Background: an optimization exercise with open tools, aiming at a short achievable clock period and few clock cycles per item. Do not read the settings as production practice.
The RTL was checked by simulation tests, not by an equivalence proof against the original design.
Power is estimated from default activity; no workload was simulated.

`flow/config.mk`:
```
export PLATFORM = sky130hd
export DESIGN_NAME = lc4_cpu
export DESIGN_NICKNAME = lc4_cpu
export VERILOG_FILES = /design/flow/design.v
export SDC_FILE = /design/flow/constraint.sdc
export NUM_CORES = 4
export LEC_CHECK = 0
export CAP_MARGIN = 20
export CORE_MARGIN = 2
export CORE_UTILIZATION = 40
export PLACE_DENSITY = 0.6
export SETUP_SLACK_MARGIN = 4.5
export SLEW_MARGIN = 20
```
`flow/constraint.sdc`:
```
create_clock -name core_clock -period 5.2 [get_ports {gwe}]
set_input_delay 1.0400 -clock core_clock [delete_from_list [all_inputs] [get_ports {gwe}]]
set_output_delay 1.0400 -clock core_clock [all_outputs]
set_load 0.01 [all_outputs]
```
`flow/design.v`:
```
`timescale 1ns/100ps
`timescale 1ns/100ps
`timescale 1ns/100ps
`timescale 1ns/100ps
`timescale 1ns/100ps
`timescale 1ns/100ps
`timescale 1ns/100ps
`timescale 1ns/100ps
`timescale 1ns/100ps
module lc4_cpu (
   input  logic        gwe,
   input  logic        i_arst_n,
   input  logic [15:0] i_imem_insn,
   output logic [15:0] o_imem_addr,
   input  logic [15:0] i_dmem_data,
   output logic [15:0] o_dmem_addr,
   output logic        o_dmem_we,
   output logic [15:0] o_dmem_wdata,
   output logic        o_retire_valid,
   output logic [15:0] o_retire_pc,
   output logic [15:0] o_retire_insn,
   output logic        o_retire_we,
   output logic [2:0]  o_retire_wsel,
   output logic [15:0] o_retire_data
);
   localparam int NB = 4;     
   localparam int TB = 8;     
   function automatic logic [2:0] flags_of(input logic [15:0] w);
      flags_of = {w[15], w == 16'h0000, !w[15] && w != 16'h0000};
   endfunction
   function automatic logic [15:0] add16(input logic [15:0] a, input logic [15:0] b,
                                         input logic cin);
      logic [15:0] p, g, gp, pp, gn, pn;
      p  = a ^ b;
      g  = a & b;
      gp = g;
      pp = p;
      gp[0] = g[0] | (p[0] & cin);
      for (int l = 0; l < 4; l++) begin
         for (int i = 0; i < 16; i++) begin
            if (i >= (1 << l)) begin
               gn[i] = gp[i] | (pp[i] & gp[i - (1 << l)]);
               pn[i] = pp[i] & pp[i - (1 << l)];
            end else begin
               gn[i] = gp[i];
               pn[i] = pp[i];
            end
         end
         gp = gn;
         pp = pn;
      end
      add16 = p ^ {gp[14:0], cin};
   endfunction
   logic [15:0] pc_q;            
   logic [15:0] regs [8];
   logic [2:0]  nzp_q;           
   logic        fx_valid;
   logic [15:0] fx_pc, fx_pc1, fx_insn;
   logic [10:0] fx_tlo9, fx_tlo11;
   logic        fx_tc9, fx_tc11;
   logic [15:11] fx_thp, fx_thm;
   logic [15:0] fx_a, fx_b, fx_d;    
   logic [15:0] fx_bx;               
   logic        fx_sub, fx_arith;    
   logic        fx_we, fx_ld, fx_st, fx_br, fx_jmp, fx_jmpr;
   logic [6:0]  fx_op;               
   logic        fx_ad, fx_dd;        
   logic        fx_ax, fx_dx;        
   logic        fx_pred;             
   logic        fx_tok;              
   logic [NB-1:0] fx_hit;
   logic [7:0]  fx_slow;             
   logic        fx_ldw;              
   logic        xm_valid, xm_wr, xm_st;
   logic [15:0] xm_pc, xm_insn, xm_alu, xm_addr, xm_sd;
   logic        xm_ld;
   logic        xm_z;                
   logic        xm_jchk;             
   logic [15:0] xm_jtgt;             
   logic        r_valid, r_we;
   logic [15:0] r_pc, r_insn, r_data;
   logic [NB-1:0] bt_v;
   logic [TB-1:0] bt_tag [NB];
   logic [15-TB:0] bt_taghi [NB];
   logic [15:0]   bt_tgt [NB];
   logic [10:0]   bt_off [NB];
   logic [NB-1:0] bt_ofit;
   logic [NB-1:0] bt_fifo;           
   logic          bu_v;
   logic [NB-1:0] bu_sel;
   logic          bu_new;
   logic [15:0]   bu_tag, bu_tgt;
   logic [10:0]   bu_off;
   logic          bu_ofit;
   logic [15:0] insn;
   logic [3:0]  op;
   logic [2:0]  rs, rt, rd;
   logic        d_we, d_ld, d_st, d_br, d_jmp, d_jmpr, d_bimm, d_usea, d_useb;
   logic [6:0]  d_op;
   logic [15:0] d_imm, pc1;
   logic [10:0] off;
   assign insn = i_imem_insn;
   assign op   = insn[15:12];
   assign rs   = insn[8:6];
   assign rt   = insn[2:0];
   assign rd   = insn[11:9];
   assign pc1  = pc_q + 16'd1;
   always_comb begin
      d_we = 1'b0; d_ld = 1'b0; d_st = 1'b0; d_br = 1'b0; d_jmp = 1'b0; d_jmpr = 1'b0;
      d_bimm = 1'b1; d_usea = 1'b0; d_useb = 1'b0; d_op = 7'b0000001;
      d_imm = {{11{insn[4]}}, insn[4:0]};
      unique case (op)
         4'b0001: begin
            d_we   = insn[5] || !insn[3];
            d_bimm = insn[5];
            d_usea = d_we;
            d_useb = d_we && !insn[5];
            if (!insn[5] && insn[4]) d_op = 7'b0000010;
         end
         4'b0101: begin
            d_we   = 1'b1;
            d_bimm = insn[5];
            d_usea = 1'b1;
            d_useb = !insn[5] && insn[4:3] != 2'b01;
            if (insn[5]) d_op = 7'b0000100;
            else unique case (insn[4:3])
               2'b00:   d_op = 7'b0000100;
               2'b01:   d_op = 7'b0100000;
               2'b10:   d_op = 7'b0001000;
               default: d_op = 7'b0010000;
            endcase
         end
         4'b0110: begin
            d_we = 1'b1; d_ld = 1'b1; d_usea = 1'b1;
            d_imm = {{10{insn[5]}}, insn[5:0]};
         end
         4'b0111: begin
            d_st = 1'b1; d_usea = 1'b1;
            d_imm = {{10{insn[5]}}, insn[5:0]};
         end
         4'b1001: begin
            d_we = 1'b1; d_op = 7'b1000000;
            d_imm = {{7{insn[8]}}, insn[8:0]};
         end
         4'b0000: begin
            d_br  = insn[11:9] != 3'b000;
         end
         4'b1100: begin
            d_jmp  = insn[11];
            d_jmpr = !insn[11];
         end
         default: ;
      endcase
   end
   logic [15:0] tlo9, tlo11;
   assign off   = insn[14] ? insn[10:0] : {{2{insn[8]}}, insn[8:0]};
   assign tlo9  = add16({5'd0, pc_q[10:0]}, {5'd0, {2{insn[8]}}, insn[8:0]}, 1'b1);
   assign tlo11 = add16({5'd0, pc_q[10:0]}, {5'd0, insn[10:0]}, 1'b1);
   logic [NB-1:0] hit;
   logic          hit_any, tok;
   logic [15:0]   hit_tgt, pred_pc;
   always_comb begin
      hit_tgt = '0;
      tok     = 1'b1;
      for (int j = 0; j < NB; j++) begin
         hit[j] = bt_v[j] && bt_tag[j] == pc_q[TB-1:0];
         hit_tgt = hit_tgt | ({16{hit[j]}} & bt_tgt[j]);
         if (hit[j] && !(bt_ofit[j] && bt_off[j] == off && bt_taghi[j] == pc_q[15:TB]))
            tok = 1'b0;
      end
      hit_any = |hit;
   end
   assign pred_pc = hit_any ? hit_tgt : pc1;
   logic [15:0] res_m;
   assign res_m = xm_ld ? i_dmem_data : xm_alu;
   logic m_wr, ma, mb, md;
   logic [15:0] ra, rb, rdd;
   assign m_wr = xm_valid && xm_wr;
   assign ma   = m_wr && rs == xm_insn[11:9];
   assign mb   = m_wr && rt == xm_insn[11:9];
   assign md   = m_wr && rd == xm_insn[11:9];
   assign ra   = ma ? res_m : regs[rs];
   assign rb   = mb ? res_m : regs[rt];
   assign rdd  = md ? res_m : regs[rd];
   logic x_wr, x_slow, xa, xb, xd, stall;
   assign x_wr   = fx_valid && fx_we;
   assign x_slow = fx_ld || fx_op[0] || fx_op[1];
   assign xa     = x_wr && rs == fx_insn[11:9];
   assign xb     = x_wr && rt == fx_insn[11:9];
   assign xd     = x_wr && rd == fx_insn[11:9];
   assign stall  = fx_valid && ((fx_slow[rs] && d_usea) || (fx_slow[rt] && d_useb) ||
                                (fx_ldw && d_br));
   logic        mispredict, taken, mis_t, mis_n, cond;
   logic [15:0] a_j, d_fwd, alu, sum, lres, target, br_tgt;
   logic [15:0] ps, gs;
   logic        z_add, z_x;
   logic [2:0]  nzp_eff;
   assign a_j   = fx_ad ? i_dmem_data : fx_ax ? xm_alu : fx_a;
   assign d_fwd = fx_dd ? i_dmem_data : fx_dx ? xm_alu : fx_d;
   assign sum = add16(fx_a, fx_bx, fx_sub);
   assign lres = ({16{fx_op[2]}} & (fx_a & fx_b))
               | ({16{fx_op[3]}} & (fx_a | fx_b))
               | ({16{fx_op[4]}} & (fx_a ^ fx_b))
               | ({16{fx_op[5]}} & ~fx_a)
               | ({16{fx_op[6]}} & fx_b);
   assign alu = fx_arith ? sum : lres;
   assign ps    = fx_a ^ fx_b;
   assign gs    = fx_a | fx_b;
   assign z_add = !ps[0] && ps[15:1] == gs[14:0];
   assign z_x   = fx_op[0] ? z_add : fx_op[1] ? fx_a == fx_b : lres == 16'h0000;
   assign nzp_eff = m_wr ? {xm_alu[15], xm_z, !xm_alu[15] && !xm_z} : nzp_q;
   assign cond    = |(fx_insn[11:9] & nzp_eff);
   assign taken   = fx_jmp || fx_jmpr || (fx_br && cond);
   logic [10:0] tlo_x;
   logic        tc_x, ts_x;
   assign tlo_x = fx_insn[14] ? fx_tlo11 : fx_tlo9;
   assign tc_x  = fx_insn[14] ? fx_tc11 : fx_tc9;
   assign ts_x  = fx_insn[14] ? fx_insn[10] : fx_insn[8];
   assign br_tgt[10:0]  = tlo_x;
   assign br_tgt[15:11] = tc_x == ts_x ? fx_pc[15:11] : tc_x ? fx_thp : fx_thm;
   assign target  = fx_jmpr ? a_j : br_tgt;
   assign mis_t   = !fx_pred || (!fx_jmpr && !fx_tok);
   assign mis_n   = fx_pred;
   assign mispredict = fx_valid && (taken ? mis_t : mis_n);
   logic mis_m;
   assign mis_m = xm_valid && xm_jchk;
   assign o_imem_addr  = pc_q;
   assign o_dmem_addr  = xm_addr;
   assign o_dmem_we    = xm_st;
   assign o_dmem_wdata = xm_sd;
   assign o_retire_valid = r_valid;
   assign o_retire_pc    = r_pc;
   assign o_retire_insn  = r_insn;
   assign o_retire_we    = r_we;
   assign o_retire_wsel  = r_insn[11:9];
   assign o_retire_data  = r_data;
   logic [15:0] pc_r, pc_d;
   logic        redirect;
   assign redirect = mis_m || mispredict;
   always_comb begin
      if (mis_m)           pc_r = xm_jtgt;
      else if (mispredict) pc_r = taken ? target : fx_pc1;
      else                 pc_r = pred_pc;
   end
   assign pc_d = (stall && !redirect) ? pc_q : pc_r;
   always_ff @(posedge gwe) begin
      fx_valid <= i_arst_n && !mis_m && !mispredict && !stall;
      if (!i_arst_n)
         nzp_q <= 3'b010;
      else if (m_wr)
         nzp_q <= xm_ld ? flags_of(i_dmem_data) : {xm_alu[15], xm_z, !xm_alu[15] && !xm_z};
   end
   always_ff @(posedge gwe or negedge i_arst_n) begin
      if (!i_arst_n) pc_q <= 16'h8200;
      else           pc_q <= pc_d;
   end
   always_ff @(posedge gwe) begin
      fx_pc    <= pc_q;
      fx_pc1   <= pc1;
      fx_insn  <= insn;
      fx_tlo9  <= tlo9[10:0];
      fx_tc9   <= tlo9[11];
      fx_tlo11 <= tlo11[10:0];
      fx_tc11  <= tlo11[11];
      fx_thp   <= pc_q[15:11] + 5'd1;
      fx_thm   <= pc_q[15:11] - 5'd1;
      fx_a     <= (xa && !x_slow) ? lres : ra;
      fx_b     <= d_bimm ? d_imm : (xb && !x_slow) ? lres : rb;
      fx_bx    <= (d_bimm ? d_imm : (xb && !x_slow) ? lres : rb) ^ {16{d_op[1]}};
      fx_sub   <= d_op[1];
      fx_arith <= d_op[0] || d_op[1];
      fx_d     <= rdd;
      fx_we <= d_we; fx_ld <= d_ld; fx_st <= d_st; fx_br <= d_br; fx_jmp <= d_jmp;
      fx_jmpr <= d_jmpr; fx_op <= d_op;
      fx_ad <= xa && fx_ld;
      fx_ax <= xa && !fx_ld;
      fx_dd <= xd && fx_ld;
      fx_dx <= xd && !fx_ld;
      fx_pred <= hit_any;
      fx_tok  <= tok;
      fx_hit  <= hit;
      for (int i = 0; i < 8; i++)
         fx_slow[i] <= d_we && (d_ld || d_op[0] || d_op[1]) && rd == 3'(i);
      fx_ldw <= d_ld;
   end
   always_ff @(posedge gwe or negedge i_arst_n) begin
      if (!i_arst_n) begin
         xm_valid <= 1'b0;
         xm_st    <= 1'b0;
         xm_addr  <= '0;
      end else begin
         xm_valid <= fx_valid && !mis_m;
         xm_st    <= fx_valid && !mis_m && fx_st;
         xm_addr  <= alu;
      end
   end
   always_ff @(posedge gwe) begin
      xm_pc   <= fx_pc;
      xm_insn <= fx_insn;
      xm_alu  <= alu;
      xm_sd   <= d_fwd;
      xm_wr   <= fx_we;
      xm_ld   <= fx_ld;
      xm_z    <= z_x;
      xm_jchk <= fx_jmpr && fx_pred && a_j != pc_q;
      xm_jtgt <= a_j;
   end
   always_ff @(posedge gwe or negedge i_arst_n) begin
      if (!i_arst_n) begin
         for (int i = 0; i < 8; i++) regs[i] <= '0;
         r_valid <= 1'b0;
      end else begin
         if (m_wr) regs[xm_insn[11:9]] <= res_m;
         r_valid <= xm_valid;
      end
   end
   always_ff @(posedge gwe) begin
      r_pc   <= xm_pc;
      r_insn <= xm_insn;
      r_we   <= m_wr;
      r_data <= m_wr ? res_m : 16'h0000;
   end
   always_ff @(posedge gwe or negedge i_arst_n) begin
      if (!i_arst_n) begin
         bt_v    <= '0;
         bt_fifo <= {{(NB-1){1'b0}}, 1'b1};
         bu_v    <= 1'b0;
      end else begin
         bu_v <= fx_valid && !mis_m && taken;
         if (bu_v) begin
            bt_v <= bt_v | bu_sel;
            if (bu_new) bt_fifo <= {bt_fifo[NB-2:0], bt_fifo[NB-1]};
         end
      end
   end
   always_ff @(posedge gwe) begin
      bu_sel <= fx_pred ? fx_hit : bt_fifo;
      bu_new <= !fx_pred;
      bu_tag <= fx_pc;
      bu_tgt <= target;
      bu_off <= fx_insn[14] ? fx_insn[10:0] : {{2{fx_insn[8]}}, fx_insn[8:0]};
      bu_ofit <= !fx_jmpr;
      for (int j = 0; j < NB; j++) begin
         if (bu_v && bu_sel[j]) begin
            bt_tag[j]   <= bu_tag[TB-1:0];
            bt_taghi[j] <= bu_tag[15:TB];
            bt_tgt[j]   <= bu_tgt;
            bt_off[j]   <= bu_off;
            bt_ofit[j]  <= bu_ofit;
         end
      end
   end
endmodule
```
`flow/run.sh`:
```
#!/bin/bash
# synth_recipe.tcl (not shown) runs the flow's synth.tcl, then flattens the netlist and writes it again
# the make line also repeats each setting of config.mk as NAME=value (left out here)
make -C /OpenROAD-flow-scripts/flow DESIGN_CONFIG=/design/flow/config.mk WORK_HOME=/design/flow/orfs CLKGATE_MAP_FILE= SYNTH_SCRIPT=/design/flow/synth_recipe.tcl finish
```
==> out/results.tsv, run 1 <==
metric	value	unit
status	timing/DRC/antenna clean	
first_iter_violations	3453	
place_hpwl	67800	µm
timing.setup.tns	0	ns
drt_wl_total	138000	µm
fp.dieArea	0.0770	mm²
row_count	100	
fillCellCount	5162	
netlist_instances	2796	
peakVddDrop	0.284	mV
postCtsHoldBufs	0	
number_of_synthesized_flops_with_an_enable_pin	176	
critical_path_required	5.73	ns
detailed_router_iteration_count_before_antenna_repair	7	
yosys.area_share.xor_xnor	5.97	%
synth.yosys.seq_area_share	54.1	%
pwr-share-comb	38.1	%
seq_power_share	36.0	%
vias_in_the_first_global_route	26800	
finalSetupViolations	0	
port_buffers	135	
die_width	278	µm
netSwitchingFraction	35.5	%
detail_route.wl_per_cell	30.7	µm
layout.nets	3562	
largest_net_degree_at_the_start_of_global_routing	48	
layout.cells.non_filler	4494	
cp.arrival	3.13	ns
end_kind	flop	
max_clock_freq	385	MHz
critical_path.max_fanout	4	
grt_pass1_wl	189000	µm
postSynthAreaPerCell	10.7	µm²
crit_type	flop to flop	
number_of_antenna_violations_at_the_first_check_in_global_routing	3	
max-cap-violations	0	
fin_crit	2.59	ns
ys_top_cells_by_count	sky130_fd_sc_hd__dfxtp_1 (329), sky130_fd_sc_hd__nor2_1 (247), sky130_fd_sc_hd__a21oi_1 (217)	
clkLatencyLatePin	0.66	ns
startpoint_of_the_worst_slack_reg_to_reg_timing_path	pc_q[0]	
synthDominantAreaCellType	sky130_fd_sc_hd__dfxtp_1	
synth_compound_gate_area_share	14.1	%
synth.top_cells.by_area	sky130_fd_sc_hd__dfxtp_1 (22%), sky130_fd_sc_hd__edfxtp_1 (18%), sky130_fd_sc_hd__dfrtp_1 (14%)	
share_clk_of_total_power	26.0	%
headroom_to_the_max_slew_limit	49.6	%
gr-total-overflow	0	
cts_made_buffers	75	
area.growth.synth_to_final	61.4	%
drc	0	
finalMaxSlewViolations	0	
crit_start	pc_q[0]	
internal_power_component	0.0145	W
placed_cells_incl_taps	3757	
power-per-cell-area	464	mW/mm²
synth_simple_gate_area_share	11.3	%
ys_dominant_reg_cell	sky130_fd_sc_hd__dfxtp_1	
core-area	0.0743	mm²
top_area_cell_type_share_of_the_netlist_area	22.0	%
yosys_register_bits	677	
route.detailed.vias_per_inst	6.21	
routed-via-count	27900	
setup.worst_path.start_class	flop	
cts.clk_slew.worst_paths	0.07	ns
syn_area	0.0299	mm²
synth_mux_area_share	7.93	%
post_route_fraction_of_the_period_consumed_by_the_critical_path	49.9	%
holdCritPathClass	primary input to async pin	
die_height	278	µm
clk_path_buf_depth	3	
synth_cell_types	89	
post_synth_fa_ha_maj_area_fraction	2.79	%
power.switching	0.00794	W
leakage_power	19.2	nW
worst-r2r-setup-slack	2.61	ns
final_hold_viol_count	0	
synth.most_common_cell	sky130_fd_sc_hd__dfxtp_1	
holdWs	0.235	ns
n_antenna_cell	0	
grt_setup_unrepaired	true	
gpl_congestion	0.960	
fin_worst_skew	0.0382	ns
synth_top_family_by_area	compound AO/OA/AOI/OAI gates	
final_layout_size_suffix_gt1_share	53.6	%
ctsRootBufferMaster	sky130_fd_sc_hd__clkbuf_16	
drt.antenna.violating_nets	0	
boundaryPins	136	
global_route.usage.total	33.3	%
syn-num-nets	2895	
transition_time_at_the_pin_with_the_least_slew_margin	0.749	ns
ys_async_sr_fraction	25.4	%
numClockSinks	677	
cts_tree	done	
cts_max_level	3	
ys.warnings.count	6	
floorplan.initialDensity	40.3	%
==> power by group through the flow <==
stage                     Sequential (W)  Clock, W  Combinational [W]
final                            0.00806   0.00581            0.00853
after CTS                        0.00792   0.00582            0.00740
after global routing             0.00813   0.00606            0.00883
after floorplan                  0.00755         0            0.00372
after detailed placement         0.00817         0            0.00488
after global placement           0.00813         0            0.00480
==> worst max-delay path, cell delays in order (launching register included) <==
cell,delay [ns]
sky130_fd_sc_hd__dfrtp_4,0.50
sky130_fd_sc_hd__buf_6,0.14
sky130_fd_sc_hd__inv_4,0.05
sky130_fd_sc_hd__ha_4,0.14
sky130_fd_sc_hd__inv_2,0.04
sky130_fd_sc_hd__fa_2,0.36
sky130_fd_sc_hd__a21o_1,0.20
sky130_fd_sc_hd__a21oi_2,0.19
sky130_fd_sc_hd__o21ai_2,0.09
sky130_fd_sc_hd__a21oi_2,0.23
sky130_fd_sc_hd__o21ai_4,0.10
sky130_fd_sc_hd__a2111o_1,0.37
sky130_fd_sc_hd__o311ai_1,0.08
==> through the flow <==
stage               total power, W  cell area, µm²  worst slack (ns)  util [%]
floorplan                   0.0113           33000              2.10         -
global placement            0.0129           34200              1.42      46.0
detailed placement          0.0131           34200              1.33      46.0
CTS                         0.0211           46000              2.71      61.9
global route                0.0230           48300              2.52      65.0
finish                      0.0224           48300              2.61      65.0
==> path summary, 6_finish.rpt <==
check / to / cells past startpoint
min in group core_clock: bu_tag[9] / 0
min reg2reg: bu_tag[9] / 0
max in group asynchronous: xm_addr[5] / 2
min: pc_q[8] / 1
max: fx_tlo9[10] / 12
max reg2reg: fx_tlo9[10] / 12
==> routing by layer <==
layer,vias to the layer above,share of wire (%),global-route usage [%]
li1,11500,-,-
met1,13800,38,44.9
met2,2038,44,50.4
met3,618,11,7.47
met4,0,6.9,17.1
met5,-,0,0
==> logic make-up (layout without fill, tap and decap cells) <==
group	after synthesis	in the layout
mux	194	194
buf+inv	287	987
compound gates	649	649
fa+ha+maj	65	65
flops	677	677
simple gates	720	749
xor+xnor	204	204
==> cell usage in the layout, fill, tap and decap left out, drive strengths merged, types with 17 or more instances in the layout <==
cell type    n
o21ai      150
buf        734
nand4       29
and2        45
mux2        41
nor4        28
nand3       42
edfxtp     176
inv         92
xor2        71
nand2      200
dfxtp      329
dfrtp      169
nor2b       29
clkbuf     104
nor2       248
a22o        22
mux4        30
a22oi       57
a21oi      217
mux2i      123
nor3        42
and3        23
clkinv      26
ha          62
a221oi      29
xnor2      133
a211oi      17
nand2b      24
==> registers in the layout, indices dropped and copies added, names as in the netlist, 32 cells and up <==
signal / flops
regs: 128
bt_taghi: 32
bt_off: 44
bt_tgt: 64
bt_tag: 32
==> area by class of cell <==
| class | count | area, µm² | share of cell area [%] |
|---|---|---|---|
| clock buffer | 96 | 2040 | 4.22 |
| clock inverter | 43 | 653 | 1.35 |
| inverter | 97 | 472 | 0.976 |
| multi-input combinational | 1861 | 17800 | 36.9 |
| sequential | 677 | 16500 | 34.0 |
| tap | 969 | 1210 | 2.51 |
| timing repair buffer | 750 | 9670 | 20.0 |
| timing repair inverter | 1 | 7.51 | 0.0155 |
==> timing repair <==
item,in CTS,in global routing
endpoints found under the setup margin,898,778
resized for setup,1613,282
pin swaps,275,158
setup buffers,398,113
cloned,80,7
Testbench counts, summed over its fixed seeds: cycles 4,089, instrs 3,763.
==> run 2: changes to the inputs <==
--- a/flow/config.mk
+++ b/flow/config.mk
@@ -9,4 +9,4 @@
 export CORE_MARGIN = 2
-export CORE_UTILIZATION = 40
-export PLACE_DENSITY = 0.6
+export CORE_UTILIZATION = 35
+export PLACE_DENSITY = 0.55
 export SETUP_SLACK_MARGIN = 4.5
==> out/results.tsv, run 2 <==
metric	value	unit	change
synth.yosys.seq_area_share	54.1	%	unchanged
maximum_cell_stage_delay_along_the_critical_path	0.35	ns	-0.15 ns
detailed_router_iteration_count_before_antenna_repair	9		+2
setup.worst_path.start_class	flop		
cts_max_level	3		unchanged
syn_area	0.0299	mm²	unchanged
headroom_to_the_max_slew_limit	37.0	%	-13 points
synth_compound_gate_area_share	14.1	%	unchanged
clkLatencyLatePin	0.66	ns	about the same
number_of_synthesized_flops_with_an_enable_pin	176		unchanged
crit_type	flop to flop		
end_kind	flop		
core-area	0.0850	mm²	+14%
fin_crit	2.59	ns	-0.00855 ns
post_route_fraction_of_the_period_consumed_by_the_critical_path	49.7	%	-0.16 points
critical_path_required	5.71	ns	-0.02 ns
cts_tree	done		
leakage_power	19.4	nW	+0.89%
layout.cells.non_filler	4681		+4.2%
die_width	296	µm	+6.8%
largest_net_degree_at_the_start_of_global_routing	40		-17%
global_route.usage.total	28.6	%	-4.8 points
power-per-cell-area	457	mW/mm²	-1.5%
crit_chain	fa_2 > inv_2 > fa_2 > nor2b_2 > o21ai_2 > a21oi_2 > o2111ai_2 > a311oi_2 > o2111a_1 > nor3_2 > buf_4		
n_antenna_cell	0		unchanged
leading_cell_type_in_the_layout_fill_and_taps_excluded	sky130_fd_sc_hd__buf_6		
netlist_instances	2796		unchanged
grt_pass1_wl	182000	µm	-3.7%
crit_family	compound AO/OA/AOI/OAI gates		
seq_power_share	36.1	%	about the same
yosys.area_share.xor_xnor	5.97	%	unchanged
layout.nets	3573		+0.31%
cp.arrival	3.09	ns	-0.04 ns
vias_in_the_first_global_route	25700		-4.3%
crit_buf_inv	2		-1
port_buffers	135		unchanged
crit_top_cell	sky130_fd_sc_hd__fa_2		
synth_simple_gate_area_share	11.3	%	unchanged
finalMaxSlewViolations	0		unchanged
gr-total-overflow	0		unchanged
status	timing/DRC/antenna clean		
cts_made_buffers	76		+1.3%
drc	0		unchanged
boundaryPins	136		unchanged
gpl_congestion	0.914		-4.7%
top_area_cell_type_share_of_the_netlist_area	22.0	%	unchanged
cts.clk_slew.worst_paths	0.06	ns	about the same
ctsRootBufferMaster	sky130_fd_sc_hd__clkbuf_16		
placed_cells_incl_taps	3929		+4.6%
max-cap-violations	0		unchanged
grt_setup_unrepaired	true		
synth.most_common_cell	sky130_fd_sc_hd__dfxtp_1		
layout.cells.most_common_list	sky130_fd_sc_hd__buf_6 (265), sky130_fd_sc_hd__buf_4 (225), sky130_fd_sc_hd__dfxtp_1 (213), sky130_fd_sc_hd__edfxtp_1 (176), sky130_fd_sc_hd__dfrtp_1 (155)		
postSynthAreaPerCell	10.7	µm²	unchanged
cpMaxStageDelayCell	sky130_fd_sc_hd__dfxtp_4		
internal_power_component	0.0147	W	+1.7%
largest_register_by_flop_count	regs		
syn-num-nets	2895		unchanged
clk_path_buf_depth	3		unchanged
critical_path.max_fanout	2		-2
holdCritPathClass	primary input to async pin		
post_synth_fa_ha_maj_area_fraction	2.79	%	unchanged
netSwitchingFraction	35.0	%	-0.49 points
numClockSinks	677		unchanged
power.switching	0.00791	W	-0.41%
routed-via-count	27300		-2.4%
holdWs	0.206	ns	-0.0293 ns
peakVddDrop	0.289	mV	+1.7%
max_clock_freq	387	MHz	+0.33%
fin_worst_skew	0.0447	ns	+0.00655 ns
drt.antenna.violating_nets	0		unchanged
transition_time_at_the_pin_with_the_least_slew_margin	0.945	ns	+0.197 ns
yosys_register_bits	677		unchanged
drt_wl_total	136000	µm	-1.6%
final_layout_size_suffix_gt1_share	55.8	%	+2.3 points
place_hpwl	69600	µm	+2.6%
detail_route.wl_per_cell	29.0	µm	-5.6%
share_clk_of_total_power	25.7	%	-0.3 points
ys_async_sr_fraction	25.4	%	unchanged
largest_register_ffs	128		unchanged
reg_top3	regs x128, bt_tgt x64, bt_off x44		
fp.dieArea	0.0879	mm²	+14%
number_of_antenna_violations_at_the_first_check_in_global_routing	2		-1
die_height	296	µm	+6.8%
ys_top_cells_by_count	sky130_fd_sc_hd__dfxtp_1 (329), sky130_fd_sc_hd__nor2_1 (247), sky130_fd_sc_hd__a21oi_1 (217)		
floorplan.initialDensity	35.2	%	-5.1 points
final_hold_viol_count	0		unchanged
synth_cell_types	89		unchanged
route.detailed.vias_per_inst	5.82		-6.3%
row_count	107		+7.0%
pwr-share-comb	38.2	%	about the same
synth_top_family_by_area	compound AO/OA/AOI/OAI gates		
area.growth.synth_to_final	65.5	%	
synth_mux_area_share	7.93	%	unchanged
timing.setup.tns	0	ns	unchanged
synthDominantAreaCellType	sky130_fd_sc_hd__dfxtp_1		
finalSetupViolations	0		unchanged
synth.top_cells.by_area	sky130_fd_sc_hd__dfxtp_1 (22%), sky130_fd_sc_hd__edfxtp_1 (18%), sky130_fd_sc_hd__dfrtp_1 (14%)		
first_iter_violations	2882		-17%
ys.warnings.count	6		unchanged
ys_dominant_reg_cell	sky130_fd_sc_hd__dfxtp_1		
-- run 2: repair_timing --
action | 4_1_cts | 5_1_grt
pin swaps | 212 | 251
cloned | 73 | 19
setup endpoints to repair | 901 | 760
hold buffers | 0 | 0
gates resized for setup | 1556 | 505
setup buffers | 375 | 144
-- run 2: routing by layer --
metal  vias up  GRT usage, %  part of all wire, %
li1      11500             -                    -
met1     13700          38.1                   40
met2      1631          44.1                   45
met5         -             0                    0
met4         0          14.1                  6.2
met3       461          5.79                  9.1
-- run 2: final timing paths --
kind	slack, ns	from	endpoint	cells after the start
max reg2reg	2.61	fx_op[1]	xm_addr[14]	11
min in group core_clock	0.31	fx_insn[0]	xm_insn[0]	0
max	2.61	fx_op[1]	xm_addr[14]	11
max in group asynchronous	4.54	i_arst_n	regs[0][12]	1
min reg2reg	0.31	fx_insn[0]	xm_insn[0]	0
min	0.21	i_arst_n	pc_q[8]	1
-- run 2: power by group through the flow --
stage | logic (W) | clock network, W | registers (W)
floorplan | 0.00372 | 0 | 0.00755
global placement | 0.00481 | 0 | 0.00813
detailed placement | 0.00489 | 0 | 0.00819
CTS | 0.00731 | 0.00586 | 0.00795
global route | 0.00899 | 0.00609 | 0.00826
finish | 0.00863 | 0.00582 | 0.00817
-- run 2: cell families (layout without fill, tap and decap cells) --
| family | Yosys count | in the layout |
|---|---|---|
| AO/OA/AOI/OAI | 649 | 649 |
| XOR/XNOR | 204 | 204 |
| adder cells (fa/ha/maj) | 65 | 65 |
| buffers and inverters | 287 | 997 |
| flip-flops | 677 | 677 |
| multiplexers | 194 | 194 |
| AND/OR/NAND/NOR | 720 | 751 |
-- run 2: through the flow --
step	instance area, µm²	setup slack [ns]	util [%]	total power [W]
after floorplan	33000	2.10	-	0.0113
after global placement	34400	1.19	40.5	0.0129
after detailed placement	34400	1.17	40.5	0.0131
after CTS	45700	2.67	53.8	0.0211
after global routing	49600	2.53	58.3	0.0233
final	49600	2.61	58.3	0.0226
-- run 2: area by class of cell --
type,instances,area [µm²]
clock buffers,100,2130
repair inverters,1,7.51
well taps,1144,1430
repair buffers,758,9910
clock inverters,41,563
flip-flops and latches,677,16500
multi-input cells,1863,18600
inverters,97,468
fillers,6495,35500
-- run 2: worst reg2reg max path, cell delays in order, from the launching register on --
cell                        delay (ns)
sky130_fd_sc_hd__dfxtp_4          0.35
sky130_fd_sc_hd__fa_2             0.24
sky130_fd_sc_hd__inv_2            0.05
sky130_fd_sc_hd__fa_2             0.35
sky130_fd_sc_hd__nor2b_2          0.14
sky130_fd_sc_hd__o21ai_2          0.08
sky130_fd_sc_hd__a21oi_2          0.23
sky130_fd_sc_hd__o2111ai_2        0.20
sky130_fd_sc_hd__a311oi_2         0.32
sky130_fd_sc_hd__o2111a_1         0.27
sky130_fd_sc_hd__nor3_2           0.05
sky130_fd_sc_hd__buf_4            0.15
==> run 3: changes to the inputs <==
--- a/flow/design.v
+++ b/flow/design.v
@@ -54,2 +54,3 @@
    logic [15:0] pc_q;            
+   logic [15:0] pco_q;           
    logic [15:0] regs [8];
@@ -226,3 +227,3 @@
    assign mis_m = xm_valid && xm_jchk;
-   assign o_imem_addr  = pc_q;
+   assign o_imem_addr  = pco_q;
    assign o_dmem_addr  = xm_addr;
@@ -246,2 +247,3 @@
    always_ff @(posedge gwe) begin
+      pc_q     <= i_arst_n ? pc_d : 16'h8200;
       fx_valid <= i_arst_n && !mis_m && !mispredict && !stall;
@@ -253,4 +255,4 @@
    always_ff @(posedge gwe or negedge i_arst_n) begin
-      if (!i_arst_n) pc_q <= 16'h8200;
-      else           pc_q <= pc_d;
+      if (!i_arst_n) pco_q <= 16'h8200;
+      else           pco_q <= pc_d;
    end
--- a/flow/config.mk
+++ b/flow/config.mk
@@ -9,4 +9,4 @@
 export CORE_MARGIN = 2
-export CORE_UTILIZATION = 35
-export PLACE_DENSITY = 0.55
+export CORE_UTILIZATION = 40
+export PLACE_DENSITY = 0.6
 export SETUP_SLACK_MARGIN = 4.5
==> out/results.tsv, run 3 <==
metric	value	unit	change
post_route_fraction_of_the_period_consumed_by_the_critical_path	54.3	%	+4.5 points
largest_net_degree_at_the_start_of_global_routing	37		-7.5%
core-area	0.0757	mm²	-11%
grt_setup_unrepaired	true		
fp.dieArea	0.0784	mm²	-11%
status	timing/DRC/antenna clean		
holdCritPathClass	primary input to async pin		
transition_time_at_the_pin_with_the_least_slew_margin	0.729	ns	-0.216 ns
largest_register_by_flop_count	regs		
timing.setup.tns	0	ns	unchanged
place_hpwl	69600	µm	-0.10%
ys_async_sr_fraction	24.8	%	-0.59 points
peakVddDrop	0.234	mV	-19%
detailed_router_iteration_count_before_antenna_repair	10		+1
yosys_register_bits	693		+2.4%
headroom_to_the_max_slew_limit	51.4	%	+14 points
finalCoreUtilization	65.5	%	+7.2 points
final_hold_viol_count	0		unchanged
die_height	280	µm	-5.6%
crit_type	primary input to flop		
ctsRootBufferMaster	sky130_fd_sc_hd__clkbuf_16		
clkLatencyLatePin	0.65	ns	about the same
finalSetupViolations	0		unchanged
worst-r2r-setup-slack	2.50	ns	-0.11 ns
reg_top3	regs x128, bt_tgt x64, bt_off x44		
fillCellCount	5049		-22%
numClockSinks	693		+2.4%
synth.yosys.seq_area_share	54.2	%	+0.10 points
layout_setup_ws	2.38	ns	-0.236 ns
netlist_instances	2828		+1.1%
cts_tree	done		
crit-reg2reg-capture	pc_q[13]		
postCtsHoldBufs	0		unchanged
placed_cells_incl_taps	3793		-3.5%
synth.most_common_cell	sky130_fd_sc_hd__dfxtp_1		
startpoint_of_the_worst_slack_reg_to_reg_timing_path	xm_valid		
finalMaxSlewViolations	0		unchanged
cts_max_level	3		unchanged
ys_top_cells_by_count	sky130_fd_sc_hd__dfxtp_1 (345), sky130_fd_sc_hd__nand2_1 (235), sky130_fd_sc_hd__nor2_1 (219)		
critical_path_required	5.78	ns	+0.07 ns
crit_start	i_imem_insn[2]		
top_area_cell_type_share_of_the_netlist_area	22.7	%	+0.67 points
max-cap-violations	0		unchanged
routed-via-count	28800		+5.8%
drt.antenna.violating_nets	0		unchanged
cts.clk_slew.worst_paths	0.06	ns	about the same
ys_dominant_reg_cell	sky130_fd_sc_hd__dfxtp_1		
syn-num-nets	2927		+1.1%
synthDominantAreaCellType	sky130_fd_sc_hd__dfxtp_1		
first_iter_violations	3633		+26%
area.growth.synth_to_final	62.8	%	
grt_pass1_wl	193000	µm	+6.0%
postSynthAreaPerCell	10.8	µm²	+0.63%
max_clock_freq	354	MHz	-8.4%
drc	0		unchanged
boundaryPins	136		unchanged
route.detailed.vias_per_inst	6.28		+7.9%
critical_path.max_fanout	12		+10
detail_route.wl_per_cell	31.4	µm	+8.5%
syn_area	0.0305	mm²	+1.8%
number_of_synthesized_flops_with_an_enable_pin	176		unchanged
leakage_power	19.8	nW	+2.2%
gr-total-overflow	0		unchanged
layout.nets	3648		+2.1%
synth.top_cells.by_area	sky130_fd_sc_hd__dfxtp_1 (23%), sky130_fd_sc_hd__edfxtp_1 (17%), sky130_fd_sc_hd__dfrtp_1 (14%)		
floorplan.initialDensity	40.2	%	+5.0 points
gpl_congestion	0.945		+3.4%
clk_path_buf_depth	3		unchanged
end_kind	flop		
largest_register_ffs	128		unchanged
r2r.worst_path.cells	11		unchanged
global_route.usage.total	33.8	%	+5.3 points
setup.worst_path.start_class	primary input		
fin_worst_skew	0.0293	ns	-0.0154 ns
dp_slack	0.886	ns	-0.279 ns
cts_made_buffers	77		+1.3%
number_of_antenna_violations_at_the_first_check_in_global_routing	3		+1
power-per-cell-area	380	mW/mm²	-17%
fin_crit	2.82	ns	+0.236 ns
row_count	101		-5.6%
final_layout_size_suffix_gt1_share	53.5	%	-2.3 points
leading_cell_type_in_the_layout_fill_and_taps_excluded	sky130_fd_sc_hd__buf_6		
synth_cell_types	93		+4.5%
layout.cells.non_filler	4591		-1.9%
layout.cells.most_common_list	sky130_fd_sc_hd__buf_6 (267), sky130_fd_sc_hd__buf_4 (242), sky130_fd_sc_hd__dfxtp_1 (216), sky130_fd_sc_hd__edfxtp_1 (176), sky130_fd_sc_hd__dfrtp_1 (167)		
drt_wl_total	144000	µm	+6.4%
port_buffers	135		unchanged
vias_in_the_first_global_route	27700		+7.8%
ys.warnings.count	6		unchanged
die_width	280	µm	-5.6%
cp.arrival	3.40	ns	+0.31 ns
[run 3: cell type report]
cell class                 instances  area [µm²]  share of cell area, %
multi-input combinational       1894       18200                   36.7
timing repair buffer             794       10400                   20.9
clock inverter                    41         429                  0.865
antenna                            1        2.50                0.00505
sequential                       693       16800                   33.8
clock buffer                     101        2150                   4.33
inverter                          89         449                  0.906
tap                              978        1220                   2.47
[run 3: worst max-delay path by stage]
stage | slack, ns | end | cells past startpoint
floorplan | 2.12 | fx_tlo9[10] | 13
detailed placement | 0.89 | pc_q[9] | 8
global route | 2.39 | fx_bx[4] | 9
finish | 2.38 | fx_bx[4] | 9
CTS | 2.72 | pc_q[12] | 8
global placement | 0.97 | pc_q[9] | 8
[run 3: cells by family (layout without fill, tap and decap cells)]
family / after synthesis / after routing / synth area share (%)
AND/OR/NAND/NOR: 745 / 781 / 11.5
flip-flops: 693 / 693 / 54.2
XOR/XNOR: 209 / 209 / 6.01
adder cells (fa/ha/maj): 65 / 65 / 2.74
other: 0 / 1 / 0
AO/OA/AOI/OAI: 648 / 648 / 13.9
multiplexers: 191 / 191 / 7.92
buffers and inverters: 277 / 1025 / 3.78
[run 3: repair_timing]
item,CTS,global route
gates cloned,97,12
endpoints found under the setup margin,872,843
buffers inserted,390,156
pin swaps,221,220
resized for setup,1544,432
[run 3: layer usage]
metal / share of wire [%] / global-route usage [%] / vias up
met3: 12 / 10.8 / 773
li1: - / - / 11700
met2: 43 / 50.3 / 2160
met5: 0 / 0 / -
met4: 7.9 / 19.9 / 0
met1: 37 / 43.2 / 14200
[run 3: per-stage QoR]
stage / area (µm²) / hold slack (ns) / power [W]
2_1_floorplan: 33200 / 0.310 / 0.00948
3_3_place_gp: 34400 / 0.310 / 0.0106
3_5_place_dp: 34400 / 0.312 / 0.0107
4_1_cts: 46000 / 0.223 / 0.0178
5_1_grt: 49600 / 0.236 / 0.0193
6_report: 49600 / 0.244 / 0.0189
[run 3: critical path: stages]
cell	delay (ns)
sky130_fd_sc_hd__buf_16	0.16
sky130_fd_sc_hd__inv_1	0.14
sky130_fd_sc_hd__buf_4	0.34
sky130_fd_sc_hd__o2bb2ai_1	0.20
sky130_fd_sc_hd__a221oi_2	0.67
sky130_fd_sc_hd__nor3_4	0.15
sky130_fd_sc_hd__o31ai_4	0.25
sky130_fd_sc_hd__mux2i_1	0.25
sky130_fd_sc_hd__o22a_1	0.15
[run 3: where the power goes]
group | switching, W | total [W] | internal, W | leakage, nW
Clock | 0.00242 | 0.00562 | 0.00320 | 1.27
Combinational | 0.00302 | 0.00588 | 0.00287 | 12.2
Sequential | 0.00101 | 0.00736 | 0.00635 | 6.34
Testbench counts of run 3, summed over its fixed seeds: cycles 4,089, instrs 3,763.
==> run 4: changes to the inputs <==
--- a/flow/config.mk
+++ b/flow/config.mk
@@ -9,4 +9,4 @@
 export CORE_MARGIN = 2
-export CORE_UTILIZATION = 40
-export PLACE_DENSITY = 0.6
+export CORE_UTILIZATION = 50
+export PLACE_DENSITY = 0.7
 export SETUP_SLACK_MARGIN = 4.5
==> out/results.tsv, run 4 <==
metric	value	unit	change
ys_top_cells_by_count	sky130_fd_sc_hd__dfxtp_1 (345), sky130_fd_sc_hd__nand2_1 (235), sky130_fd_sc_hd__nor2_1 (219)		
holdCritPathClass	primary input to async pin		
netSwitchingFraction	34.5	%	+0.34 points
final_layout_size_suffix_gt1_share	51.6	%	-2.0 points
number_of_antenna_violations_at_the_first_check_in_global_routing	5		+2
core-area	0.0602	mm²	-20%
crit_top_cell	sky130_fd_sc_hd__o21ai_0		
internal_power_component	0.0122	W	-1.9%
crit_type	flop to flop		
gr-total-overflow	0		unchanged
detail_route.wl_per_cell	34.2	µm	+8.9%
ctsRootBufferMaster	sky130_fd_sc_hd__clkbuf_16		
post_route_fraction_of_the_period_consumed_by_the_critical_path	62.3	%	+8.0 points
syn-num-nets	2927		unchanged
postCtsHoldBufs	0		unchanged
synth_cell_types	93		unchanged
peakVddDrop	0.250	mV	+6.8%
crit_chain	nor4bb_4 > o21a_1 > o31a_4 > buf_4 > o21ai_0 > a41oi_1 > o21ai_0 > a211oi_2		
power.switching	0.00642	W	-0.38%
layout.cells.non_filler	4342		-5.4%
crit_family	compound AO/OA/AOI/OAI gates		
first_iter_violations	4782		+32%
drc	0		unchanged
finalCoreUtilization	80.0	%	+14 points
yosys_register_bits	693		unchanged
numClockSinks	693		unchanged
top_area_cell_type_share_of_the_netlist_area	22.7	%	unchanged
yosys.area_share.xor_xnor	6.01	%	unchanged
status	timing/DRC/antenna clean		
port_buffers	135		unchanged
number_of_synthesized_flops_with_an_enable_pin	176		unchanged
max_clock_freq	309	MHz	-13%
seq_power_share	39.7	%	+0.7 points
synth.most_common_cell	sky130_fd_sc_hd__dfxtp_1		
fin_crit	3.24	ns	+0.418 ns
largest_register_ffs	128		unchanged
synth_top_family_by_area	compound AO/OA/AOI/OAI gates		
pwr-share-comb	30.8	%	-0.4 points
final_hold_viol_count	0		unchanged
finalMaxSlewViolations	0		unchanged
end_kind	flop		
largest_net_degree_at_the_start_of_global_routing	37		unchanged
syn_area	0.0305	mm²	unchanged
max-cap-violations	0		unchanged
finalSetupViolations	0		unchanged
transition_time_at_the_pin_with_the_least_slew_margin	1.29	ns	+0.559 ns
setup.worst_path.start_class	flop		
layout_setup_ws	1.96	ns	-0.418 ns
fin_worst_skew	0.0277	ns	-0.00158 ns
gpl_congestion	0.959		+1.4%
drt.antenna.violating_nets	0		unchanged
worst-r2r-setup-slack	1.96	ns	-0.54 ns
power-per-cell-area	386	mW/mm²	+1.5%
vias_in_the_first_global_route	27900		+0.73%
timing.setup.tns	0	ns	unchanged
synth_mux_area_share	7.92	%	unchanged
synthDominantAreaCellType	sky130_fd_sc_hd__dfxtp_1		
dp_slack	0.890	ns	+0.00393 ns
floorplan.initialDensity	50.6	%	+10 points
synth.top_cells.by_area	sky130_fd_sc_hd__dfxtp_1 (23%), sky130_fd_sc_hd__edfxtp_1 (17%), sky130_fd_sc_hd__dfrtp_1 (14%)		
layout.cells.most_common_list	sky130_fd_sc_hd__buf_4 (249), sky130_fd_sc_hd__buf_6 (230), sky130_fd_sc_hd__dfxtp_1 (218), sky130_fd_sc_hd__edfxtp_1 (176), sky130_fd_sc_hd__dfrtp_1 (167)		
reg_top3	regs x128, bt_tgt x64, bt_off x44		
netlist_instances	2828		unchanged
cts_made_buffers	72		-6.5%
cpMaxStageDelayCell	sky130_fd_sc_hd__o21ai_0		
maximum_cell_stage_delay_along_the_critical_path	0.99	ns	+0.32 ns
row_count	90		-11%
cts_max_level	3		unchanged
ys_dominant_reg_cell	sky130_fd_sc_hd__dfxtp_1		
placed_cells_incl_taps	3601		-5.1%
grt_pass1_wl	189000	µm	-1.6%
synth_simple_gate_area_share	11.5	%	unchanged
post_synth_fa_ha_maj_area_fraction	2.74	%	unchanged
boundaryPins	136		unchanged
grt_setup_unrepaired	true		
drt_wl_total	149000	µm	+3.0%
layout.nets	3598		-1.4%
clkLatencyLatePin	0.66	ns	about the same
synth.yosys.seq_area_share	54.2	%	unchanged
clk_path_buf_depth	3		unchanged
die_width	251	µm	-10%
critical_path_required	5.72	ns	-0.06 ns
largest_register_by_flop_count	regs		
place_hpwl	67400	µm	-3.0%
ys.warnings.count	6		unchanged
cts.clk_slew.worst_paths	0.07	ns	about the same
route.detailed.vias_per_inst	6.97		+11%
critical_path.max_fanout	7		-5
cp.arrival	3.76	ns	+0.36 ns
global_route.usage.total	41.5	%	+7.6 points
ys_async_sr_fraction	24.8	%	unchanged
fp.dieArea	0.0629	mm²	-20%
area.growth.synth_to_final	58.2	%	
headroom_to_the_max_slew_limit	13.2	%	-38 points
crit_buf_inv	1		-2
die_height	251	µm	-10%
postSynthAreaPerCell	10.8	µm²	unchanged
share_clk_of_total_power	29.5	%	-0.3 points
detailed_router_iteration_count_before_antenna_repair	10		unchanged
leading_cell_type_in_the_layout_fill_and_taps_excluded	sky130_fd_sc_hd__buf_4		
fillCellCount	2998		-41%
cts_tree	done		
leakage_power	19.4	nW	-1.7%
synth_compound_gate_area_share	13.9	%	unchanged
routed-via-count	30300		+4.9%
## run 4: area by class of cell
class / count / area [µm²] / area share [%]
Clock inverter: 31 / 387 / 0.802
Tap cell: 782 / 978 / 2.03
Clock buffer: 103 / 2080 / 4.31
Inverter: 89 / 460 / 0.955
Multi-Input combinational cell: 1892 / 17900 / 37.2
Sequential cell: 693 / 16800 / 34.8
Timing Repair inverter: 2 / 16.3 / 0.0337
Timing Repair Buffer: 749 / 9580 / 19.9
Antenna cell: 1 / 2.50 / 0.00519
## run 4: kinds of logic (layout without fill, tap and decap cells)
logic type / after synthesis / count (layout)
AND/OR/NAND/NOR: 745 / 779
flip-flops: 693 / 693
AO/OA/AOI/OAI: 648 / 648
buffers and inverters: 277 / 974
XOR/XNOR: 209 / 209
multiplexers: 191 / 191
adder cells (fa/ha/maj): 65 / 65
other: 0 / 1
## run 4: layer usage
layer  global-route usage, %  wire, µm  share of wire, %
met1                    51.8     49200                33
met2                    60.3     61200                41
met3                    15.9     23400                16
met4                    26.4     14600               9.9
met5                       0       158              0.11
## run 4: through the flow
step                total power, W  hold WS, ns  instance area, µm²
global route                0.0189        0.229               48200
global placement            0.0106        0.310               34200
floorplan                  0.00948        0.310               33200
detailed placement          0.0107        0.312               34200
CTS                         0.0173        0.235               44900
finish                      0.0186        0.232               48200
## run 4: worst paths after layout
kind                             from          to  cells past startpoint
setup / recovery             xm_valid    pc_q[13]                      8
max in group asynchronous    i_arst_n  regs[3][1]                      7
setup reg to reg             xm_valid    pc_q[13]                      8
hold reg to reg            fx_insn[4]  xm_insn[4]                      0
min in group core_clock    fx_insn[4]  xm_insn[4]                      0
hold / removal               i_arst_n    xm_valid                      1
## run 4: timing repair
| action | CTS | global route |
|---|---|---|
| buffers inserted | 364 | 137 |
| setup endpoints to repair | 873 | 850 |
| resized for setup | 1421 | 430 |
| cloned | 91 | 14 |
| hold endpoints to repair | 0 | 0 |
| pin swaps | 198 | 184 |
## run 4: power groups by stage
stage,Combinational [W],Sequential [W],Clock (W)
after detailed placement,0.00352,0.00721,0
after CTS,0.00471,0.00715,0.00541
after global routing,0.00588,0.00739,0.00568
after floorplan,0.00252,0.00696,0
final,0.00573,0.00738,0.00549
after global placement,0.00346,0.00718,0
==> run 5: changes to the inputs <==
--- a/flow/config.mk
+++ b/flow/config.mk
@@ -9,4 +9,4 @@
 export CORE_MARGIN = 2
-export CORE_UTILIZATION = 50
-export PLACE_DENSITY = 0.7
+export CORE_UTILIZATION = 35
+export PLACE_DENSITY = 0.55
 export SETUP_SLACK_MARGIN = 4.5
==> out/results.tsv, run 5 <==
metric	value	unit	change
status	timing/DRC/antenna clean		
number_of_synthesized_flops_with_an_enable_pin	176		unchanged
post_route_fraction_of_the_period_consumed_by_the_critical_path	51.5	%	-11 points
port_buffers	135		unchanged
worst-r2r-setup-slack	2.67	ns	+0.71 ns
drt_wl_total	146000	µm	-1.5%
layout.cells.non_filler	4792		+10%
final_layout_size_suffix_gt1_share	55.1	%	+3.5 points
holdWs	0.253	ns	+0.0209 ns
globalRouteMet1Util	40.3	%	-12 points
gpl_congestion	0.928		-3.2%
final_hold_viol_count	0		unchanged
setup.worst_path.start_class	primary input		
headroom_to_the_max_slew_limit	59.5	%	+46 points
largest_register_ffs	128		unchanged
fin_worst_skew	0.0416	ns	+0.0138 ns
largest_net_degree_at_the_start_of_global_routing	37		unchanged
boundaryPins	136		unchanged
layout.cells.most_common_list	sky130_fd_sc_hd__buf_6 (268), sky130_fd_sc_hd__buf_4 (266), sky130_fd_sc_hd__dfxtp_1 (216), sky130_fd_sc_hd__edfxtp_1 (176), sky130_fd_sc_hd__dfrtp_1 (167)		
gr-max-usage-layer	met2		
end_kind	flop		
leading_cell_type_in_the_layout_fill_and_taps_excluded	sky130_fd_sc_hd__buf_6		
ys_dominant_reg_cell	sky130_fd_sc_hd__dfxtp_1		
layout.nets	3672		+2.1%
detail_route.wl_per_cell	30.5	µm	-11%
core-area	0.0865	mm²	+44%
vias_in_the_first_global_route	26900		-3.7%
ys_async_sr_fraction	24.8	%	unchanged
synth.yosys.seq_area_share	54.2	%	unchanged
seq_area	0.0168	mm²	about the same
postCtsHoldBufs	0		unchanged
postSynthAreaPerCell	10.8	µm²	unchanged
crit_family	compound AO/OA/AOI/OAI gates		
number_of_antenna_violations_at_the_first_check_in_global_routing	2		-3
die_height	299	µm	+19%
crit_top_cell	sky130_fd_sc_hd__buf_12		
max-cap-violations	0		unchanged
crit_chain	buf_12 > nor2_4 > nand2_1 > o2111a_1 > a311oi_4 > o211a_4 > buf_12 > a22oi_2 > a21oi_1		
finalMaxSlewViolations	0		unchanged
yosys_register_bits	693		unchanged
top_area_cell_type_share_of_the_netlist_area	22.7	%	unchanged
drc	0		unchanged
first_iter_violations	3826		-20%
area.growth.synth_to_final	65.5	%	
detailed_router_iteration_count_before_antenna_repair	8		-2
critical_path.max_fanout	8		+1
global_route.usage.total	29.7	%	-12 points
fp.dieArea	0.0894	mm²	+42%
crit_buf_inv	2		+1
timing.setup.tns	0	ns	unchanged
critical_path_required	5.79	ns	+0.07 ns
cts_max_level	3		unchanged
row_count	108		+20%
startpoint_of_the_worst_slack_reg_to_reg_timing_path	xm_valid		
gr-total-overflow	0		unchanged
synth.most_common_cell	sky130_fd_sc_hd__dfxtp_1		
crit-reg2reg-capture	pc_q[10]		
finalCoreUtilization	58.3	%	-22 points
synth_cell_types	93		unchanged
peakVddDrop	0.227	mV	-9.2%
reg_top3	regs x128, bt_tgt x64, bt_off x44		
holdCritPathClass	primary input to async pin		
floorplan.initialDensity	35.2	%	-15 points
syn_area	0.0305	mm²	unchanged
synthDominantAreaCellType	sky130_fd_sc_hd__dfxtp_1		
power-per-cell-area	379	mW/mm²	-1.7%
cts_tree	done		
cp.arrival	3.27	ns	-0.49 ns
cts.clk_slew.worst_paths	0.07	ns	about the same
syn-num-nets	2927		unchanged
ys_top_cells_by_count	sky130_fd_sc_hd__dfxtp_1 (345), sky130_fd_sc_hd__nand2_1 (235), sky130_fd_sc_hd__nor2_1 (219)		
maximum_cell_stage_delay_along_the_critical_path	0.58	ns	-0.41 ns
synth.top_cells.by_area	sky130_fd_sc_hd__dfxtp_1 (23%), sky130_fd_sc_hd__edfxtp_1 (17%), sky130_fd_sc_hd__dfrtp_1 (14%)		
fin_crit	2.68	ns	-0.561 ns
r2r.worst_path.cells	9		+1
cpMaxStageDelayCell	sky130_fd_sc_hd__a311oi_4		
max_clock_freq	373	MHz	+21%
crit_type	primary input to flop		
placed_cells_incl_taps	3974		+10%
ys.warnings.count	6		unchanged
drt.antenna.violating_nets	0		unchanged
route.detailed.vias_per_inst	5.94		-15%
fillCellCount	6563		+120%
transition_time_at_the_pin_with_the_least_slew_margin	0.590	ns	-0.698 ns
ctsRootBufferMaster	sky130_fd_sc_hd__clkbuf_16		
grt_setup_unrepaired	true		
die_width	299	µm	+19%
grt_use_met2	44.2	%	-16 points
clkLatencyLatePin	0.67	ns	about the same
finalSetupViolations	0		unchanged
routed-via-count	28500		-6.0%
place_hpwl	72600	µm	+7.6%
cts_made_buffers	75		+4.2%
largest_register_by_flop_count	regs		
global_route.usage.met3	7.70	%	-8.2 points
leakage_power	20.1	nW	+3.2%
clk_path_buf_depth	3		unchanged
numClockSinks	693		unchanged
netlist_instances	2828		unchanged
grt_pass1_wl	194000	µm	+2.3%
cp_num_cells	9		+1
multi_input_comb_area	0.0183	mm²	+2.2%
-- run 5: cell counts after synthesis --
No cell type changed its count.
-- run 5: timing repair --
item	CTS	global route
gates cloned	86	20
gates resized for setup	1587	472
buffers inserted	392	179
pin swaps	228	256
endpoints found under the setup margin	873	826
-- run 5: layout make-up --
cell class / instances / share of cell area [%]
Clock inverter: 39 / 1.04
Clock buffer: 100 / 4.19
Timing Repair Buffer: 827 / 21.4
Antenna cell: 2 / 0.00993
Sequential cell: 693 / 33.3
Multi-Input combinational cell: 1887 / 36.4
Inverter: 89 / 0.906
Tap cell: 1155 / 2.87
-- run 5: stage by stage --
stage               setup slack, ns  total power [W]  instance area [µm²]
finish                         2.52           0.0191                50400
global route                   2.56           0.0196                50400
CTS                            2.73           0.0180                46300
detailed placement            0.831           0.0108                34700
global placement              0.900           0.0107                34700
floorplan                      2.12          0.00948                33200
-- run 5: how the worst max path moves through the flow --
stage                    startpoint           to  slack (ns)
CTS                  i_imem_insn[0]  fx_tlo9[10]        2.73
floorplan            i_imem_insn[0]  fx_tlo9[10]        2.12
detailed placement  i_imem_insn[15]      pc_q[9]        0.83
global placement    i_imem_insn[15]      pc_q[9]        0.90
finish               i_imem_insn[8]      pc_q[7]        2.52
global route         i_imem_insn[8]     pc_q[10]        2.56
-- run 5: cells by family after synthesis --
| kind of cell | synth area share, % |
|---|---|
| flops | 54.2 |
| compound gates | 13.9 |
| simple gates | 11.5 |
| buf+inv | 3.78 |
| mux | 7.92 |
| fa+ha+maj | 2.74 |
| xor+xnor | 6.01 |
-- run 5: per-layer routing --
metal	up-vias	share of wire (%)
met5	-	0.062
met4	4	6.5
met3	638	11
met2	2041	43
met1	14000	39
li1	11800	-
-- run 5: worst reg2reg max path, cell delays in order, from the launching register on --
cell and delay (ns):
sky130_fd_sc_hd__dfrtp_4 0.52, sky130_fd_sc_hd__buf_6 0.14, sky130_fd_sc_hd__nand4_1 0.14, sky130_fd_sc_hd__o21ai_4 0.09, sky130_fd_sc_hd__o31a_4 0.42, sky130_fd_sc_hd__o31a_1 0.36, sky130_fd_sc_hd__o211a_4 0.34, sky130_fd_sc_hd__buf_12 0.17
sky130_fd_sc_hd__a22oi_2 0.17, sky130_fd_sc_hd__a21oi_1 0.10
-- run 5: report_power, final --
group	internal [W]	leakage, nW	switching (W)	total (W)
combinational	0.00301	12.5	0.00301	0.00602
sequential	0.00635	6.34	0.00104	0.00739
clock	0.00327	1.26	0.00245	0.00572

==> separate check: timing with driven ports <==
No port has a modelled driver above. Below, the same layouts with a new extraction and two added sets of constraints.
Step 1, drivers: a clkbuf_16 drives gwe and a buf_2 each remaining input, both assumed.
Step 2 also shifts input and output timing later by t, the mid clock arrival at the registers, as if the neighbouring blocks saw the same clock.
a / b / c = no drivers / after step 1 / after step 2; a / b = the first two.
| run | t, ns | slack for setup (ns) | worst setup path at the end | latest minus earliest clock arrival (ns) | slew at the worst register clock pin (ns) |
|---|---|---|---|---|---|
| run 1 | 0.710 | 2.605 / 2.605 / 1.896 | input to register | 0.040 / 0.039 | 0.07 / 0.07 |
| run 2 | 0.710 | 2.614 / 2.614 / 1.918 | input to register | 0.048 / 0.049 | 0.07 / 0.07 |
| run 3 | 0.703 | 2.378 / 2.305 / 1.602 | input to register | 0.032 / 0.031 | 0.07 / 0.07 |
| run 4 | 0.714 | 1.960 / 1.960 / 1.794 | input to register | 0.031 / 0.031 | 0.07 / 0.07 |
| run 5 | 0.718 | 2.521 / 2.439 / 1.721 | input to register | 0.044 / 0.044 | 0.08 / 0.08 |
After both steps every run listed still meets setup and hold. The setup slack of run 5, which loses most, moves by -0.082 ns with the drivers and by -0.800 ns with both steps.
